From an optimization exercise on the open Yosys and OpenROAD flow, aimed at small area; shortcuts taken in it are not production practice.
Only simulation tests tie the RTL to the original design; equivalence was not proved.

==> inputs of v6 <==
==> flow/design.v (excerpt) <==
module poly_voice_engine #(
  parameter int NUM_VOICES   = 8,
  parameter int PHASE_W      = 32,
  parameter int ENV_W        = 16,
  parameter int VEL_W        = 7,
  parameter int OUT_W        = 24,
  parameter int SAMPLE_DIV   = 1024,
  parameter int ATTACK_STEP  = 64,
  parameter int RELEASE_STEP = 16
) (
  input  logic                          i_clk,
  input  logic                          i_reset_n,
  input  logic                          i_cmd_valid,
  output logic                          o_cmd_ready,
  input  logic                          i_cmd_note_on,
  input  logic [$clog2(NUM_VOICES)-1:0] i_cmd_voice,
  input  logic [PHASE_W-1:0]            i_cmd_tuning,
  input  logic [VEL_W-1:0]              i_cmd_velocity,
  input  logic [1:0]                    i_wave_sel,
  output logic signed [OUT_W-1:0]       o_sample,
  output logic                          o_sample_valid,
  output logic [NUM_VOICES-1:0]         o_active_voices
);
clock: 10.0 ns
lec_check: 0
abc_area: 1
cap_margin: 20
core_margin: 2
core_utilization: 40
slew_margin: 20
standard.sh (not shown) runs the stock make flow with config.mk's settings and CLKGATE_MAP_FILE= SYNTH_SCRIPT=/design/flow/synth_recipe.tcl, a recipe that flattens the netlist after the stock synthesis.
==> flow/flow/run.sh <==
#!/bin/bash
set -euo pipefail
here=$(cd "$(dirname "$0")" && pwd)
export CTS_ARGS="-sink_clustering_enable -repair_clock_nets -dont_use_dummy_load -buf_list sky130_fd_sc_hd__clkbuf_4 -sink_clustering_size 10 -sink_clustering_max_diameter 40"
export BUFFER_PORTS_ARGS="-buffer_cell sky130_fd_sc_hd__buf_1"
if [[ -s "$here/synth_args.txt" ]]; then export SYNTH_ARGS="$(cat "$here/synth_args.txt")"; fi
bash standard.sh > flow_standard.log 2>&1
==> flow/flow/synth_args.txt <==
-noabc
==> v5: changes against v6 <==
--- a/flow/design.v
+++ b/flow/design.v
@@ -30,11 +30,11 @@
   localparam logic [TW-1:0] T_SCAN = TW'(NUM_VOICES);
   localparam logic [TW-1:0] T_OUT  = TW'(NUM_VOICES + 2);
   localparam logic [TW-1:0] T_RDY  = TW'(NUM_VOICES + 3);
   localparam logic [ENV_W-1:0] ENV_MAX = '1;
   localparam logic [ENV_W-1:0] REL = ENV_W'(RELEASE_STEP);
-  typedef enum logic [1:0] {IDLE, ATTACK, SUSTAIN, RELEASE} state_t;
+  typedef enum logic [1:0] {IDLE = 2'b00, ATTACK = 2'b01, RELEASE = 2'b10, SUSTAIN = 2'b11} state_t;
   logic [TW-1:0]           r_tick;
   logic [PHASE_W-1:0]      c_phase  [NUM_VOICES];
   logic [PHASE_W-1:0]      c_tuning [NUM_VOICES];
   logic [VEL_W-1:0]        c_vel    [NUM_VOICES];
   logic [EH-1:0]           c_envh   [NUM_VOICES];
@@ -52,13 +52,14 @@
   logic [VW-1:0]           w_v, w_wslot;
   state_t                  w_st;
   logic [15:0]             w_p;
   logic signed [15:0]      w_wave;
   logic                    w_rel_done, w_full1, w_done1;
-  logic [EH-1:0]           w_inc, w_dec, w_nxt_envh;
-  logic                    w_nxt_envl;
-  logic [EH:0]             w_ic, w_dc;
+  logic [EH-1:0]           w_eb, w_esum, w_nxt_envh;
+  logic                    w_nxt_envl, w_ea, w_er, w_eone, w_ezero;
+  logic [EH:0]             w_ec;
+  logic [AW-13:0]          w_hc;
   logic [TW:0]             w_tc;
   logic [TW-1:0]           w_tick_inc;
   state_t                  w_nxt_state;
   logic [PH-1:0]           w_pa_lo, w_pb_lo, w_pa_hi, w_pb_hi;
   logic [AW-1:0]           w_accg;
@@ -77,34 +78,29 @@
   assign w_fresh = r_fresh[w_v];
   assign w_p     = c_phase[1][PHASE_W-1 -: 16];
   always_comb begin
     w_att_full  = &c_envh[0][EH-1:2] || (c_envl[0] && c_envh[0] == EH'(4091));
     w_rel_done  = c_envh[0] == '0 || (c_envh[0] == EH'(1) && !c_envl[0]);
-    w_nxt_state = w_st == ATTACK && w_att_full ? SUSTAIN :
-                  w_st == RELEASE && w_rel_done ? IDLE : w_st;
+    w_nxt_state = state_t'({w_st[0] ? w_st[1] || w_att_full : w_st[1] && !w_rel_done, w_st[0]});
     w_wave = !w_scan1 || r_st == IDLE || r_sel == 2'b11 ? 16'sd0 :
              r_sel == 2'b00 ? {~w_p[15], w_p[14:0]} :
              r_sel == 2'b01 ? (w_p[15] ? 16'sh8001 : 16'sh7fff) :
              w_p[15] ? 16'h7fff - {w_p[14:0], 1'b0} : {~w_p[14], w_p[13:0], 1'b0};
     w_full1 = &c_envh[1][EH-1:2] || (c_envl[1] && c_envh[1] == EH'(4091));
     w_done1 = c_envh[1] == '0 || (c_envh[1] == EH'(1) && !c_envl[1]);
-    w_ic[2] = 1'b1;
-    w_dc[0] = 1'b1;
+    w_ea   = w_scan1 && r_st == ATTACK;
+    w_er   = w_scan1 && r_st == RELEASE;
+    w_eone = w_ea && w_full1;
+    w_ezero = w_scan1 && (r_st == IDLE || (r_st == RELEASE && w_done1));
+    w_ec[0] = 1'b0;
     for (int i = 0; i < EH; i++) begin
-      if (i < 2) w_inc[i] = c_envh[1][i];
-      else begin
-        w_inc[i]  = c_envh[1][i] ^ w_ic[i];
-        w_ic[i+1] = c_envh[1][i] & w_ic[i];
-      end
-      w_dec[i]  = c_envh[1][i] ^ w_dc[i];
-      w_dc[i+1] = !c_envh[1][i] & w_dc[i];
+      w_eb[i]   = i == 2 ? w_ea || w_er : w_er;
+      w_esum[i] = c_envh[1][i] ^ w_eb[i] ^ w_ec[i];
+      w_ec[i+1] = (c_envh[1][i] & w_eb[i]) | (w_ec[i] & (c_envh[1][i] ^ w_eb[i]));
     end
-    w_nxt_envh = r_st == ATTACK ? (w_full1 ? '1 : w_inc) :
-                 r_st == RELEASE ? (w_done1 ? '0 : w_dec) :
-                 r_st == SUSTAIN ? c_envh[1] : '0;
-    w_nxt_envl = r_st == ATTACK ? (w_full1 || c_envl[1]) :
-                 r_st == RELEASE || r_st == SUSTAIN ? c_envl[1] && !(r_st == RELEASE && w_done1) : 1'b0;
+    w_nxt_envh = (w_esum | {EH{w_eone}}) & ~{EH{w_ezero}};
+    w_nxt_envl = (c_envl[1] || w_eone) && !w_ezero;
     w_tc[0] = 1'b1;
     for (int i = 0; i < TW; i++) begin
       w_tick_inc[i] = r_tick[i] ^ w_tc[i];
       w_tc[i+1]     = r_tick[i] & w_tc[i];
     end
@@ -112,11 +108,15 @@
     w_pb_lo = w_scan ? c_tuning[0][PH-1:0] : '0;
     w_pa_hi = c_phase[1][PHASE_W-1:PH];
     w_pb_hi = w_scan1 ? ~c_tuning[1][PHASE_W-1:PH] : '0;
     w_accg = r_tick == TW'(2) ? '0 : r_acc;
     w_acc_cin = r_tick != TW'(2) && r_acc_c;
-    w_acc_hi = r_acc[AW-1:13] + (AW-13)'(r_acc_c);
+    w_hc[0] = r_acc_c;
+    for (int i = 0; i < AW - 13; i++) begin
+      w_acc_hi[i] = r_acc[13+i] ^ w_hc[i];
+      w_hc[i+1]   = r_acc[13+i] & w_hc[i];
+    end
     w_sat  = w_acc_hi[AW-14:OUT_W-14] == '0 || w_acc_hi[AW-14:OUT_W-14] == '1 ?
              {w_acc_hi[OUT_W-14:0], r_acc[12:0]} : {w_acc_hi[AW-14], {(OUT_W-1){!w_acc_hi[AW-14]}}};
     w_active = '0;
     for (int i = 0; i < NUM_VOICES; i++) w_active[i] = r_state[i] != IDLE;
   end
@@ -1273,12 +1273,12 @@
         c_phase[k] <= {c_phase[J][PHASE_W-1:PH] & {PH{!w_fresh}}, g_ph_lo};
         c_envh[k]  <= c_envh[J];
         c_envl[k]  <= c_envl[J];
       end else if (k == 2) begin
         c_phase[k] <= {g_ph_hi, c_phase[J][PH-1:0]};
-        c_envh[k]  <= w_scan1 ? w_nxt_envh : c_envh[J];
-        c_envl[k]  <= w_scan1 ? w_nxt_envl : c_envl[J];
+        c_envh[k]  <= w_nxt_envh;
+        c_envl[k]  <= w_nxt_envl;
       end else begin
         c_phase[k] <= c_phase[J];
         c_envh[k]  <= c_envh[J];
         c_envl[k]  <= c_envl[J];
       end
@@ -1302,14 +1302,15 @@
       for (int i = 0; i < NUM_VOICES; i++) r_state[i] <= IDLE;
     end else begin
       r_tick         <= w_tick_inc;
       r_active       <= w_active;
       if (r_tick == T_OUT) r_sample <= w_sat;
-      if (w_scan) r_state[w_v] <= w_nxt_state;
-      if (w_cmd && w_off && (r_state[i_cmd_voice] == ATTACK || r_state[i_cmd_voice] == SUSTAIN))
-        r_state[i_cmd_voice] <= RELEASE;
-      if (w_on) r_state[i_cmd_voice] <= ATTACK;
+      for (int i = 0; i < NUM_VOICES; i++) begin
+        if (w_scan && w_v == VW'(i)) r_state[i] <= w_nxt_state;
+        else if (w_cmd && i_cmd_voice == VW'(i))
+          r_state[i] <= w_off ? state_t'({r_state[i][1] || r_state[i][0], 1'b0}) : ATTACK;
+      end
     end
   end
   assign o_cmd_ready     = r_tick >= T_RDY;
   assign o_sample        = r_sample;
   assign o_sample_valid  = r_tick == T_RDY;
==> flow/flow/run.sh (replaced) <==
#!/bin/bash
set -euo pipefail
here=$(cd "$(dirname "$0")" && pwd)
export CTS_ARGS="-sink_clustering_enable -repair_clock_nets -dont_use_dummy_load -buf_list sky130_fd_sc_hd__clkbuf_4 -sink_clustering_size 8 -sink_clustering_max_diameter 50"
export BUFFER_PORTS_ARGS="-buffer_cell sky130_fd_sc_hd__buf_1"
if [[ -s "$here/synth_args.txt" ]]; then export SYNTH_ARGS="$(cat "$here/synth_args.txt")"; fi
bash standard.sh > flow_standard.log 2>&1
==> v11: changes against v6 <==
--- a/flow/design.v
+++ b/flow/design.v
@@ -30,11 +30,11 @@
   localparam logic [TW-1:0] T_SCAN = TW'(NUM_VOICES);
   localparam logic [TW-1:0] T_OUT  = TW'(NUM_VOICES + 2);
   localparam logic [TW-1:0] T_RDY  = TW'(NUM_VOICES + 3);
   localparam logic [ENV_W-1:0] ENV_MAX = '1;
   localparam logic [ENV_W-1:0] REL = ENV_W'(RELEASE_STEP);
-  typedef enum logic [1:0] {IDLE, ATTACK, SUSTAIN, RELEASE} state_t;
+  typedef enum logic [1:0] {IDLE = 2'b00, ATTACK = 2'b01, RELEASE = 2'b10, SUSTAIN = 2'b11} state_t;
   logic [TW-1:0]           r_tick;
   logic [PHASE_W-1:0]      c_phase  [NUM_VOICES];
   logic [PHASE_W-1:0]      c_tuning [NUM_VOICES];
   logic [VEL_W-1:0]        c_vel    [NUM_VOICES];
   logic [EH-1:0]           c_envh   [NUM_VOICES];
@@ -52,13 +52,14 @@
   logic [VW-1:0]           w_v, w_wslot;
   state_t                  w_st;
   logic [15:0]             w_p;
   logic signed [15:0]      w_wave;
   logic                    w_rel_done, w_full1, w_done1;
-  logic [EH-1:0]           w_inc, w_dec, w_nxt_envh;
-  logic                    w_nxt_envl;
-  logic [EH:0]             w_ic, w_dc;
+  logic [EH-1:0]           w_eb, w_esum, w_nxt_envh;
+  logic                    w_nxt_envl, w_ea, w_er, w_eone, w_ezero;
+  logic [EH:0]             w_ec;
+  logic [AW-13:0]          w_hc;
   logic [TW:0]             w_tc;
   logic [TW-1:0]           w_tick_inc;
   state_t                  w_nxt_state;
   logic [PH-1:0]           w_pa_lo, w_pb_lo, w_pa_hi, w_pb_hi;
   logic [AW-1:0]           w_accg;
@@ -77,34 +78,29 @@
   assign w_fresh = r_fresh[w_v];
   assign w_p     = c_phase[1][PHASE_W-1 -: 16];
   always_comb begin
     w_att_full  = &c_envh[0][EH-1:2] || (c_envl[0] && c_envh[0] == EH'(4091));
     w_rel_done  = c_envh[0] == '0 || (c_envh[0] == EH'(1) && !c_envl[0]);
-    w_nxt_state = w_st == ATTACK && w_att_full ? SUSTAIN :
-                  w_st == RELEASE && w_rel_done ? IDLE : w_st;
+    w_nxt_state = state_t'({w_st[0] ? w_st[1] || w_att_full : w_st[1] && !w_rel_done, w_st[0]});
     w_wave = !w_scan1 || r_st == IDLE || r_sel == 2'b11 ? 16'sd0 :
              r_sel == 2'b00 ? {~w_p[15], w_p[14:0]} :
              r_sel == 2'b01 ? (w_p[15] ? 16'sh8001 : 16'sh7fff) :
              w_p[15] ? 16'h7fff - {w_p[14:0], 1'b0} : {~w_p[14], w_p[13:0], 1'b0};
     w_full1 = &c_envh[1][EH-1:2] || (c_envl[1] && c_envh[1] == EH'(4091));
     w_done1 = c_envh[1] == '0 || (c_envh[1] == EH'(1) && !c_envl[1]);
-    w_ic[2] = 1'b1;
-    w_dc[0] = 1'b1;
+    w_ea   = w_scan1 && r_st == ATTACK;
+    w_er   = w_scan1 && r_st == RELEASE;
+    w_eone = w_ea && w_full1;
+    w_ezero = w_scan1 && (r_st == IDLE || (r_st == RELEASE && w_done1));
+    w_ec[0] = 1'b0;
     for (int i = 0; i < EH; i++) begin
-      if (i < 2) w_inc[i] = c_envh[1][i];
-      else begin
-        w_inc[i]  = c_envh[1][i] ^ w_ic[i];
-        w_ic[i+1] = c_envh[1][i] & w_ic[i];
-      end
-      w_dec[i]  = c_envh[1][i] ^ w_dc[i];
-      w_dc[i+1] = !c_envh[1][i] & w_dc[i];
+      w_eb[i]   = i == 2 ? w_ea || w_er : w_er;
+      w_esum[i] = c_envh[1][i] ^ w_eb[i] ^ w_ec[i];
+      w_ec[i+1] = (c_envh[1][i] & w_eb[i]) | (w_ec[i] & (c_envh[1][i] ^ w_eb[i]));
     end
-    w_nxt_envh = r_st == ATTACK ? (w_full1 ? '1 : w_inc) :
-                 r_st == RELEASE ? (w_done1 ? '0 : w_dec) :
-                 r_st == SUSTAIN ? c_envh[1] : '0;
-    w_nxt_envl = r_st == ATTACK ? (w_full1 || c_envl[1]) :
-                 r_st == RELEASE || r_st == SUSTAIN ? c_envl[1] && !(r_st == RELEASE && w_done1) : 1'b0;
+    w_nxt_envh = (w_esum | {EH{w_eone}}) & ~{EH{w_ezero}};
+    w_nxt_envl = (c_envl[1] || w_eone) && !w_ezero;
     w_tc[0] = 1'b1;
     for (int i = 0; i < TW; i++) begin
       w_tick_inc[i] = r_tick[i] ^ w_tc[i];
       w_tc[i+1]     = r_tick[i] & w_tc[i];
     end
@@ -112,11 +108,15 @@
     w_pb_lo = w_scan ? c_tuning[0][PH-1:0] : '0;
     w_pa_hi = c_phase[1][PHASE_W-1:PH];
     w_pb_hi = w_scan1 ? ~c_tuning[1][PHASE_W-1:PH] : '0;
     w_accg = r_tick == TW'(2) ? '0 : r_acc;
     w_acc_cin = r_tick != TW'(2) && r_acc_c;
-    w_acc_hi = r_acc[AW-1:13] + (AW-13)'(r_acc_c);
+    w_hc[0] = r_acc_c;
+    for (int i = 0; i < AW - 13; i++) begin
+      w_acc_hi[i] = r_acc[13+i] ^ w_hc[i];
+      w_hc[i+1]   = r_acc[13+i] & w_hc[i];
+    end
     w_sat  = w_acc_hi[AW-14:OUT_W-14] == '0 || w_acc_hi[AW-14:OUT_W-14] == '1 ?
              {w_acc_hi[OUT_W-14:0], r_acc[12:0]} : {w_acc_hi[AW-14], {(OUT_W-1){!w_acc_hi[AW-14]}}};
     w_active = '0;
     for (int i = 0; i < NUM_VOICES; i++) w_active[i] = r_state[i] != IDLE;
   end
@@ -1273,12 +1273,12 @@
         c_phase[k] <= {c_phase[J][PHASE_W-1:PH] & {PH{!w_fresh}}, g_ph_lo};
         c_envh[k]  <= c_envh[J];
         c_envl[k]  <= c_envl[J];
       end else if (k == 2) begin
         c_phase[k] <= {g_ph_hi, c_phase[J][PH-1:0]};
-        c_envh[k]  <= w_scan1 ? w_nxt_envh : c_envh[J];
-        c_envl[k]  <= w_scan1 ? w_nxt_envl : c_envl[J];
+        c_envh[k]  <= w_nxt_envh;
+        c_envl[k]  <= w_nxt_envl;
       end else begin
         c_phase[k] <= c_phase[J];
         c_envh[k]  <= c_envh[J];
         c_envl[k]  <= c_envl[J];
       end
@@ -1302,14 +1302,15 @@
       for (int i = 0; i < NUM_VOICES; i++) r_state[i] <= IDLE;
     end else begin
       r_tick         <= w_tick_inc;
       r_active       <= w_active;
       if (r_tick == T_OUT) r_sample <= w_sat;
-      if (w_scan) r_state[w_v] <= w_nxt_state;
-      if (w_cmd && w_off && (r_state[i_cmd_voice] == ATTACK || r_state[i_cmd_voice] == SUSTAIN))
-        r_state[i_cmd_voice] <= RELEASE;
-      if (w_on) r_state[i_cmd_voice] <= ATTACK;
+      for (int i = 0; i < NUM_VOICES; i++) begin
+        if (w_scan && w_v == VW'(i)) r_state[i] <= w_nxt_state;
+        else if (w_cmd && i_cmd_voice == VW'(i))
+          r_state[i] <= w_off ? state_t'({r_state[i][1] || r_state[i][0], 1'b0}) : ATTACK;
+      end
     end
   end
   assign o_cmd_ready     = r_tick >= T_RDY;
   assign o_sample        = r_sample;
   assign o_sample_valid  = r_tick == T_RDY;
==> flow/flow/run.sh (replaced) <==
#!/bin/bash
set -euo pipefail
here=$(cd "$(dirname "$0")" && pwd)
export CTS_ARGS="-sink_clustering_enable -repair_clock_nets -dont_use_dummy_load -buf_list sky130_fd_sc_hd__clkbuf_4 -sink_clustering_size 10 -sink_clustering_max_diameter 40"
export BUFFER_PORTS_ARGS="-buffer_cell sky130_fd_sc_hd__buf_1"
if [[ -s "$here/abc_area.script" ]]; then
  rm -rf scripts_area
  cp -r "$FLOW_HOME/scripts" scripts_area
  cp "$here/abc_area.script" scripts_area/abc_area.script
  export SCRIPTS_DIR="$PWD/scripts_area"
fi
if [[ -s "$here/synth_args.txt" ]]; then export SYNTH_ARGS="$(cat "$here/synth_args.txt")"; fi
bash standard.sh > flow_standard.log 2>&1
==> flow/flow/abc_area.script (new file) <==
strash
dch
amap
topo
CORE_UTILIZATION = 45   (was 40)
==> v8: changes against v6 <==
==> flow/flow/run.sh (replaced) <==
#!/bin/bash
set -euo pipefail
here=$(cd "$(dirname "$0")" && pwd)
export CTS_ARGS="-sink_clustering_enable -repair_clock_nets -dont_use_dummy_load -buf_list sky130_fd_sc_hd__clkbuf_4 -sink_clustering_size 8 -sink_clustering_max_diameter 50"
export BUFFER_PORTS_ARGS="-buffer_cell sky130_fd_sc_hd__buf_1"
export REMOVE_ABC_BUFFERS=1
if [[ -s "$here/synth_args.txt" ]]; then export SYNTH_ARGS="$(cat "$here/synth_args.txt")"; fi
bash standard.sh > flow_standard.log 2>&1
GPL_TIMING_DRIVEN = 0   (was not set)
==> impl_metrics.toml <==
[outcome]
outcome = "complete, no violations"

[finish]
ff_latch_area_sq_um = 16000
final_cell_mix = "dfxtp_1 (728), o22ai_1 (465), nor2_1 (286), fa_1 (205), clkinv_1 (198)"
finalNetCount = 3228
multi_input_area_sq_um = 12800

[timing]
fin_ws_ps = 956
tightest_slew_ps = 1270

[yosys]
syn-cell-area_sq_um = 29600

[power_and_ir_drop]
p_int_uw = 5190

[route]
dr.first_iter.drc_count = 1733
drt-met1-wl_microns = 32100
top_layer = "met4"

[worst_hold_path]
min_to = "c_phase[4][22]$_DFF_P_"
Source of the figures above: v11

==> impl_metrics.toml <==
[route]
top_layer = "met5"
drt-met1-wl_microns = 32300
dr.first_iter.drc_count = 1132

[finish]
multi_input_area_sq_um = 14100
ff_latch_area_sq_um = 16000
final_cell_mix = "dfxtp_1 (727), nor2_1 (512), a21oi_1 (339), inv_1 (302), fa_1 (195)"

[yosys]
syn-cell-area_sq_um = 32000

[timing]
fin_ws_ps = 1800
tightest_slew_ps = 1000

[worst_hold_path]
min_to = "c_phase[2][15]$_DFF_P_"

[outcome]
outcome = "complete, no violations"

[power_and_ir_drop]
p_int_uw = 6560

[global_route]
first_global_vias = 20625
Source of the figures above: v6

==> impl_metrics.toml <==
[worst_hold_path]
min_from = "c_vel[1][5]$_DFF_P_"
min_to = "c_vel[2][5]$_DFF_P_"

[finish]
multi_input_area_sq_um = 13500
finalNetCount = 3560
ff_latch_area_sq_um = 16000

[route]
dr.first_iter.drc_count = 1079
top_layer = "met5"

[timing]
fin_ws_ps = 1480
tightest_slew_ps = 1060

[outcome]
outcome = "complete, no violations"

[power_and_ir_drop]
p_int_uw = 5200
Source of the figures above: v5

==> impl_metrics.toml <==
[finish]
multi_input_area_sq_um = 14100
finalNetCount = 3643

[timing]
tightest_slew_ps = 1130
fin_ws_ps = 1210

[route]
drt-met1-wl_microns = 31200

[outcome]
outcome = "complete, no violations"

[yosys]
syn-cell-area_sq_um = 32000
Source of the figures above: v8

port drivers added, routing unchanged:
The results above use ideal ports. As a check the final layouts listed here were re-extracted and re-timed, cells and wires unchanged.
Step 1 (the two cells are an assumption about what drives the block):
set clk [get_ports {i_clk}]
set_driving_cell -lib_cell sky130_fd_sc_hd__clkbuf_16 $clk
set_driving_cell -lib_cell sky130_fd_sc_hd__buf_2 [delete_from_list [all_inputs] $clk]
Step 2, shift: input delay + t, output delay - t, t = (earliest + latest rising clock arrival at the registers) / 2. This alone moves slack from input paths to output paths.
Slacks: ideal / step 1 / step 2; pairs: ideal / step 1.
run	t, ns	setup slack, ns	latest minus earliest clock arrival (ns)
v6	0.851	1.801 / 1.801 / 1.801	0.152 / 0.153
v5	0.883	1.484 / 1.484 / 1.484	0.198 / 0.197
v11	0.869	0.956 / 0.956 / 0.956	0.142 / 0.142
v8	0.853	1.206 / 1.206 / 1.206	0.185 / 0.184
After both steps every run listed still meets setup and hold.
